This is an optimization exercise on Yosys and OpenROAD, whose aim is small area, a short achievable clock period and few clock cycles, not a production implementation.
Only simulation tests tie the RTL to the original design; equivalence was not proved.
Power is estimated from default activity; no workload was simulated.

==> flow/run.sh <==
#!/bin/bash
# synth_recipe.tcl (not shown) runs the flow's synth.tcl, then flattens the netlist and writes it again
# the make line also repeats each setting of config.mk as NAME=value (left out here)
make -C /OpenROAD-flow-scripts/flow DESIGN_CONFIG=/design/flow/config.mk WORK_HOME=/design/flow/orfs CLKGATE_MAP_FILE= SYNTH_SCRIPT=/design/flow/synth_recipe.tcl finish
==> flow/config.mk <==
export PLATFORM = sky130hd
export DESIGN_NAME = rect_top
export DESIGN_NICKNAME = rect_top
export VERILOG_FILES = /design/flow/design.v
export SDC_FILE = /design/flow/constraint.sdc
export NUM_CORES = 4
export LEC_CHECK = 0
export CAP_MARGIN = 20
export CORE_MARGIN = 2
export CORE_UTILIZATION = 40
export SLEW_MARGIN = 20
==> flow/constraint.sdc <==
create_clock -name core_clock -period 10.0 [get_ports {clk}]
set_input_delay 2.0000 -clock core_clock [delete_from_list [all_inputs] [get_ports {clk}]]
set_output_delay 2.0000 -clock core_clock [all_outputs]
set_load 0.01 [all_outputs]
==> flow/design.v <==
package rect_pkg;
    localparam int coord_w = 16;
    localparam int area_w = 2 * coord_w + 2;
    typedef struct packed {
        logic [coord_w-1:0] x;
        logic [coord_w-1:0] y;
    } point_t;
    typedef logic [area_w-1:0] area_t;
    typedef enum logic [1:0] {
        idle,
        fetch_i,    
        issue,      
        finish
    } sched_state_e;
endpackage
`timescale 1ns/1ps
module point_store #(
    parameter int MAX_POINTS = 64,
    parameter int IDX_W      = 6
) (
    input  logic              clk,
    input  logic              rst,
    input  logic              load_en,
    input  logic [IDX_W-1:0]  load_addr,
    input  rect_pkg::point_t  load_point,
    input  logic              busy,
    input  logic [IDX_W-1:0]  idx_i,
    input  logic [IDX_W-1:0]  idx_j,
    output rect_pkg::point_t  point_i,
    output rect_pkg::point_t  point_j
);
    logic [2*rect_pkg::coord_w-1:0] mem [0:MAX_POINTS-1];
    always_ff @(posedge clk) begin
        if (load_en) begin
            mem[load_addr] <= load_point;
        end
    end
    always_ff @(posedge clk) begin
        point_i <= mem[idx_i];   
        point_j <= mem[idx_j];
    end
endmodule
`timescale 1ns/1ps
module pair_scheduler #(
    parameter int MAX_POINTS = 64,
    parameter int IDX_W      = 6
) (
    input  logic              clk,
    input  logic              rst,
    input  logic              start,
    input  logic [IDX_W:0]    num_points,
    output logic              busy,
    output logic [IDX_W-1:0]  idx_i,
    output logic [IDX_W-1:0]  idx_j,
    input  rect_pkg::point_t  point_i,
    input  rect_pkg::point_t  point_j,
    output logic              pairs_valid,
    output logic              pairs_first,
    output logic              pairs_last,
    output rect_pkg::point_t  pairs_a,
    output rect_pkg::point_t  pairs_b
);
    rect_pkg::sched_state_e     state;
    logic [IDX_W:0]   n_q;        
    logic [IDX_W-1:0] i_q;
    logic [IDX_W-1:0] j_q;
    logic             first_q;    
    logic             end_of_row;
    logic             end_of_run;
    logic valid_d;
    logic first_d;
    logic last_d;
    assign end_of_row = ({1'b0, j_q} == n_q - 1'b1);
    assign end_of_run = end_of_row && ({1'b0, i_q} == n_q - 2'd2);
    always_ff @(posedge clk) begin
        if (rst) begin
            state   <= rect_pkg::idle;
            n_q     <= '0;
            i_q     <= '0;
            j_q     <= '0;
            first_q <= 1'b0;
        end else begin
            unique case (state)
                rect_pkg::idle: begin
                    if (start) begin
                        n_q     <= num_points;
                        i_q     <= '0;
                        j_q     <= IDX_W'(1);
                        first_q <= 1'b1;
                        state   <= (num_points < 2) ? rect_pkg::finish : rect_pkg::fetch_i;
                    end
                end
                rect_pkg::fetch_i: begin
                    state <= rect_pkg::issue;
                end
                rect_pkg::issue: begin
                    first_q <= 1'b0;
                    if (end_of_run) begin
                        state <= rect_pkg::finish;
                    end else if (end_of_row) begin
                        i_q   <= i_q + IDX_W'(1);
                        j_q   <= i_q + IDX_W'(2);
                        state <= rect_pkg::fetch_i;
                    end else begin
                        j_q <= j_q + IDX_W'(1);
                    end
                end
                rect_pkg::finish: begin
                    first_q <= 1'b0;
                    state   <= rect_pkg::idle;
                end
                default: state <= rect_pkg::idle;
            endcase
        end
    end
    always_ff @(posedge clk) begin
        if (rst) begin
            valid_d <= 1'b0;
            first_d <= 1'b0;
            last_d  <= 1'b0;
        end else begin
            valid_d <= (state == rect_pkg::issue);
            first_d <= first_q && (state == rect_pkg::issue || state == rect_pkg::finish);
            last_d  <= (state == rect_pkg::issue && end_of_run) || (state == rect_pkg::finish && n_q < 2);
        end
    end
    assign idx_i = i_q;
    assign idx_j = j_q;
    assign busy = (state != rect_pkg::idle) || valid_d || last_d;
    assign pairs_valid = valid_d;
    assign pairs_first = first_d;
    assign pairs_last  = last_d;
    assign pairs_a     = point_i;
    assign pairs_b     = point_j;
endmodule
`timescale 1ns/1ps
module area_pipeline (
    input  logic            clk,
    input  logic            rst,
    input  logic            pairs_valid,
    input  logic            pairs_first,
    input  logic            pairs_last,
    input  rect_pkg::point_t pairs_a,
    input  rect_pkg::point_t pairs_b,
    output rect_pkg::area_t max_area,
    output logic            done
);
    logic               v1;
    logic               f1;
    logic               l1;
    logic [rect_pkg::coord_w-1:0] dx1;
    logic [rect_pkg::coord_w-1:0] dy1;
    logic               v2;
    logic               f2;
    logic               l2;
    logic [rect_pkg::coord_w:0]   w2;
    logic [rect_pkg::coord_w:0]   h2;
    rect_pkg::area_t              prod;
    logic               l3;
    always_ff @(posedge clk) begin
        if (rst) begin
            v1 <= 1'b0;
            f1 <= 1'b0;
            l1 <= 1'b0;
        end else begin
            v1 <= pairs_valid;
            f1 <= pairs_first;
            l1 <= pairs_last;
        end
    end
    always_ff @(posedge clk) begin
        dx1 <= (pairs_a.x > pairs_b.x) ? pairs_a.x - pairs_b.x : pairs_b.x - pairs_a.x;
        dy1 <= (pairs_a.y > pairs_b.y) ? pairs_a.y - pairs_b.y : pairs_b.y - pairs_a.y;
    end
    always_ff @(posedge clk) begin
        if (rst) begin
            v2 <= 1'b0;
            f2 <= 1'b0;
            l2 <= 1'b0;
        end else begin
            v2 <= v1;
            f2 <= f1;
            l2 <= l1;
        end
    end
    always_ff @(posedge clk) begin
        w2 <= {1'b0, dx1} + 1'b1;   
        h2 <= {1'b0, dy1} + 1'b1;
    end
    assign prod = rect_pkg::area_t'(w2) * rect_pkg::area_t'(h2);
    always_ff @(posedge clk) begin
        if (rst) begin
            max_area <= '0;
            l3       <= 1'b0;
        end else begin
            l3 <= l2;
            if (f2) begin
                max_area <= v2 ? prod : '0;   
            end else if (v2 && prod > max_area) begin
                max_area <= prod;
            end
        end
    end
    always_ff @(posedge clk) begin
        if (rst) begin
            done <= 1'b0;
        end else if (pairs_first) begin
            done <= 1'b0;
        end else if (l3) begin
            done <= 1'b1;
        end
    end
endmodule
`timescale 1ns/1ps
module rect_top #(
    parameter int  MAX_POINTS = 64,
    localparam int IDX_W      = $clog2(MAX_POINTS)
) (
    input  logic                         clk,
    input  logic                         rst,
    input  logic                         load_en,
    input  logic [IDX_W-1:0]             load_addr,
    input  logic [rect_pkg::coord_w-1:0] load_x,
    input  logic [rect_pkg::coord_w-1:0] load_y,
    input  logic [IDX_W:0]               num_points,
    input  logic                         start,
    output logic [rect_pkg::area_w-1:0]  max_area,
    output logic                         done
);
    rect_pkg::point_t           load_point;
    logic             busy;
    logic [IDX_W-1:0] idx_i;
    logic [IDX_W-1:0] idx_j;
    rect_pkg::point_t           point_i;
    rect_pkg::point_t           point_j;
    rect_pkg::area_t            pipe_max;
    logic             pipe_done;
    logic             pairs_valid;
    logic             pairs_first;
    logic             pairs_last;
    rect_pkg::point_t           pairs_a;
    rect_pkg::point_t           pairs_b;
    assign load_point.x = load_x;
    assign load_point.y = load_y;
    point_store #(
        .MAX_POINTS (MAX_POINTS),
        .IDX_W      (IDX_W)
    ) u_store (
        .clk        (clk),
        .rst        (rst),
        .load_en    (load_en),
        .load_addr  (load_addr),
        .load_point (load_point),
        .busy       (busy),
        .idx_i      (idx_i),
        .idx_j      (idx_j),
        .point_i    (point_i),
        .point_j    (point_j)
    );
    pair_scheduler #(
        .MAX_POINTS (MAX_POINTS),
        .IDX_W      (IDX_W)
    ) u_sched (
        .clk        (clk),
        .rst        (rst),
        .start      (start),
        .num_points (num_points),
        .busy       (busy),
        .idx_i      (idx_i),
        .idx_j      (idx_j),
        .point_i    (point_i),
        .point_j    (point_j),
        .pairs_valid (pairs_valid),
        .pairs_first (pairs_first),
        .pairs_last  (pairs_last),
        .pairs_a     (pairs_a),
        .pairs_b     (pairs_b)
    );
    area_pipeline u_pipe (
        .clk      (clk),
        .rst      (rst),
        .pairs_valid (pairs_valid),
        .pairs_first (pairs_first),
        .pairs_last  (pairs_last),
        .pairs_a     (pairs_a),
        .pairs_b     (pairs_b),
        .max_area (pipe_max),
        .done     (pipe_done)
    );
    assign max_area = pipe_max;
    assign done = pipe_done && !busy;
endmodule
==> summary.md <==
| Metric | Value |
|---|---|
| Top FF cell, synth | `edfxtp_1` |
| RSZ-0062 raised after global routing | `false` |
| Clock Sinks | `between 2000 and 2500` |
| DPL Wire Length | `roughly 210000 µm` |
| Skew-Pair Late Insertion Delay | `~0.94 ns` |
| Most frequent cells in the layout | `edfxtp_1 (2048), mux4_2 (1069), inv_1 (417)` |
| Share of flip-flops with an asynchronous set or reset | `0%` |
| Pleak | `between 40 and 50 nW` |
| Max Cap Violations | `0` |
| Max incr delay on CP | `between 0.8 and 0.9 ns` |
| Grt total ovfl | `0` |
| Setup crit start kind | `flip-flop` |
| Drt first-iter violations | `slightly above 9000` |
| Post-synth EDFFs | `approximately 2000` |
| Maximum clock rate | `~120 MHz` |
| Area of placed instances | `roughly 0.12 mm²` |
| Synth Net Count | `7130` |
| Sequential fraction of the synthesis area | `around 58%` |
| Pwr Density | `about 350 mW/mm²` |
| Final WL | `361000 µm` |
| Worst setup EP type | `flip-flop` |
| Clock slew at reported path FFs | `0.06 ns` |
| Critical Path RT | `between 10 and 15 ns` |
| Worst EP arrival | `between 9 and 10 ns` |
| Postcts setup bufs | `0` |
| FF+latch area | `approximately 0.065 mm²` |
| Final Cycle Share | `between 80% and 90%` |
| # port buffers | `83` |
| Clk_skew | `around 0.14 ns` |
| Clk buf depth | `4` |
| Cts hold-fix bufs | `0` |
| Die X | `537 µm` |
| Area of the multi-input gates | `0.0452 mm²` |
| Final Hold Fails | `0` |
| Post-route cell area | `about 0.13 mm²` |
| Number of fill cells | `~24000` |
| Setup TNS | `0 ns` |
| Avg Inst Size Synth | `roughly 17 µm²` |
| Outcome | `complete, no violations` |
| Ys Warns | `3` |
| Overall routing resource usage | `about 25%` |
| Wirelength per Cell | `between 30 and 40 µm` |
| Post_cts resized | `0` |
| H-tree levels | `4` |
| Netlist cell types | `78` |
| Synth Cell Area | `0.114 mm²` |
| Hold WC Path Type | `flip-flop to flip-flop` |
| Routability cong. | `roughly 0.84` |
| #FFs+latches synth | `2245` |
| Vias/cell | `roughly 6.3` |
| Worst vdd ir | `1380 µV` |
| Initial antenna violation count | `29` |
| First-pass GRT wire length | `511000 µm` |
| Synth-to-Final Area Change | `11.7%` |
| Root buffer cell | `clkbuf_16` |
| Nets@finish | `slightly above 7000` |
| Tightest Pin Transition | `about 1.1 ns` |
| Die height | `537 µm` |
| DRC | `0` |
| Max-Slew Margin vs Limit | `25.1%` |
| Largest net degree at the start of global routing | `about 110` |
| Crit path kind | `flip-flop to flip-flop` |
| Commonest non-fill, non-tap cell in the layout | `edfxtp_1` |
| Initial Util | `~40%` |
| 1st-pass router iterations | `6` |
| Largest fanout on the critical path | `27` |
| Slowest CP cell | `dfxtp_1` |
| Share of cells above drive strength 1 | `between 20% and 30%` |
| ANT nets after route | `0` |
| CTS tree | `yes` |
| Die ar. | `around 0.29 mm²` |
| Cells after synthesis | `6641` |
| # rows | `~200` |
| Final setup viols | `0` |
| Fin. max-slew vios | `0` |
| Via count | `66900` |
| TritonCTS buffer count | `~240` |
| Core area | `about 0.28 mm²` |
| Minimum clock period | `around 8.4 ns` |
| Ports | `84` |
| Vias in the first global route | `between 60000 and 70000` |
[flip-flops by register name (all words and copies together) (netlist names), 2 cells and up]
| name | flops |
|---|---|
| u_pipe.dx1 | 16 |
| u_pipe.dy1 | 16 |
| u_pipe.h2 | 17 |
| u_pipe.max_area | 34 |
| u_pipe.w2 | 17 |
| u_sched.i_q | 6 |
| u_sched.j_q | 6 |
| u_sched.n_q | 7 |
| u_sched.state | 2 |
| u_store.mem | 2048 |
| u_store.point_i | 32 |
| u_store.point_j | 32 |
[synthesized netlist by cell type, types with 126 or more instances]
library cell,number,share of area (%)
ha_1,212,2.3
dfxtp_1,197,3.5
fa_1,228,4.0
clkbuf_1,250,0.83
a21oi_1,148,0.65
o21ai_0,209,0.92
edfxtp_1,2048,54
and2_1,126,0.69
inv_1,417,1.4
nand2_1,291,0.96
nor2_1,149,0.49
buf_2,148,0.65
mux2i_1,386,3.4
mux4_2,1069,21
[stage by stage]
step	cells	power [mW]	util [%]	worst slack [ns]	hold WS (ns)
2_1_floorplan	6641	29.8	-	2.10	0.370
5_1_grt	10600	48.0	45.0	0.989	0.430
3_3_place_gp	10200	35.1	42.1	1.81	0.388
3_5_place_dp	10200	35.6	42.1	1.66	0.396
4_1_cts	10600	44.7	44.9	1.60	0.410
6_report	10600	44.7	45.0	1.57	0.409
[final cells by class]
type / count / area share, %
flip-flops and latches: 2245 / 51.6
multi-input cells: 3520 / 35.6
clock buffers: 321 / 5.18
well taps: 3743 / 3.69
repair buffers: 236 / 1.63
inverters: 417 / 1.23
clock inverters: 125 / 1.05
diodes: 11 / 0.0217
[critical path: cells and delay by family, from the launching register on]
kind,cells,cell delay (ns)
compound gates,14,2.71
simple gates,3,0.41
xor+xnor,1,0.24
buf+inv,4,0.37
fa+ha+maj,8,3.65
flops,1,0.83
[layer usage]
metal	track usage [%]	vias up	routed length, µm
met1	34.5	36000	143000
met5	0	-	101
met3	4.88	596	35000
met2	39.8	3663	170000
met4	7.69	14	12400
li1	-	26600	-
[path summary, 6_finish.rpt]
path                                       startpoint  slack, ns  cells after the start                               to
worst max register to register  u_pipe.w2[10]$_DFF_P_       1.57                     30  u_pipe.max_area[6]$_SDFFE_PP0P_
worst min-delay path            u_pipe.dx1[0]$_DFF_P_       0.41                      1             u_pipe.w2[0]$_DFF_P_
worst max-delay path            u_pipe.w2[10]$_DFF_P_       1.57                     30  u_pipe.max_area[6]$_SDFFE_PP0P_
worst min register to register  u_pipe.dx1[0]$_DFF_P_       0.41                      1             u_pipe.w2[0]$_DFF_P_
[kinds of logic after synthesis]
group	synth area share [%]
flip-flops	57.6
multiplexers	24.8
buffers and inverters	3.08
AND/OR/NAND/NOR	3.26
AO/OA/AOI/OAI	4.08
adder cells (fa/ha/maj)	6.35
XOR/XNOR	0.832
[power by group]
part	internal, mW	switching, mW
Sequential	10.4	0.279
Combinational	10.4	14.6
Clock	5.18	3.84
Total	25.9	18.7
Testbench counts, summed over its fixed seeds: cycles 94,421.

## afterwards: timing with drivers on the ports
How much do the figures lean on ideal ports? The routed layout below was timed once more, with nothing changed but the port constraints. Step 1 sets driving cells, clkbuf_16 on the clock port and buf_2 on the other inputs (assumed; they add their load-dependent delay and slew). Step 2, shift: input delay + t, output delay - t, t = (earliest + latest rising clock arrival at the registers) / 2. This alone moves slack from input paths to output paths. Three values: no drivers, after step 1, after step 2; two values: the first two.
t, ns: 0.961
slack for setup (ns): 1.572 / 1.572 / 1.572
worst slew at a driven data input, ns: 0.24
pins driven straight from the clock port: 1
After both steps setup and hold are still met in this run. The setup slack of this run moves by 0.000 ns with the drivers and by 0.000 ns with both steps.
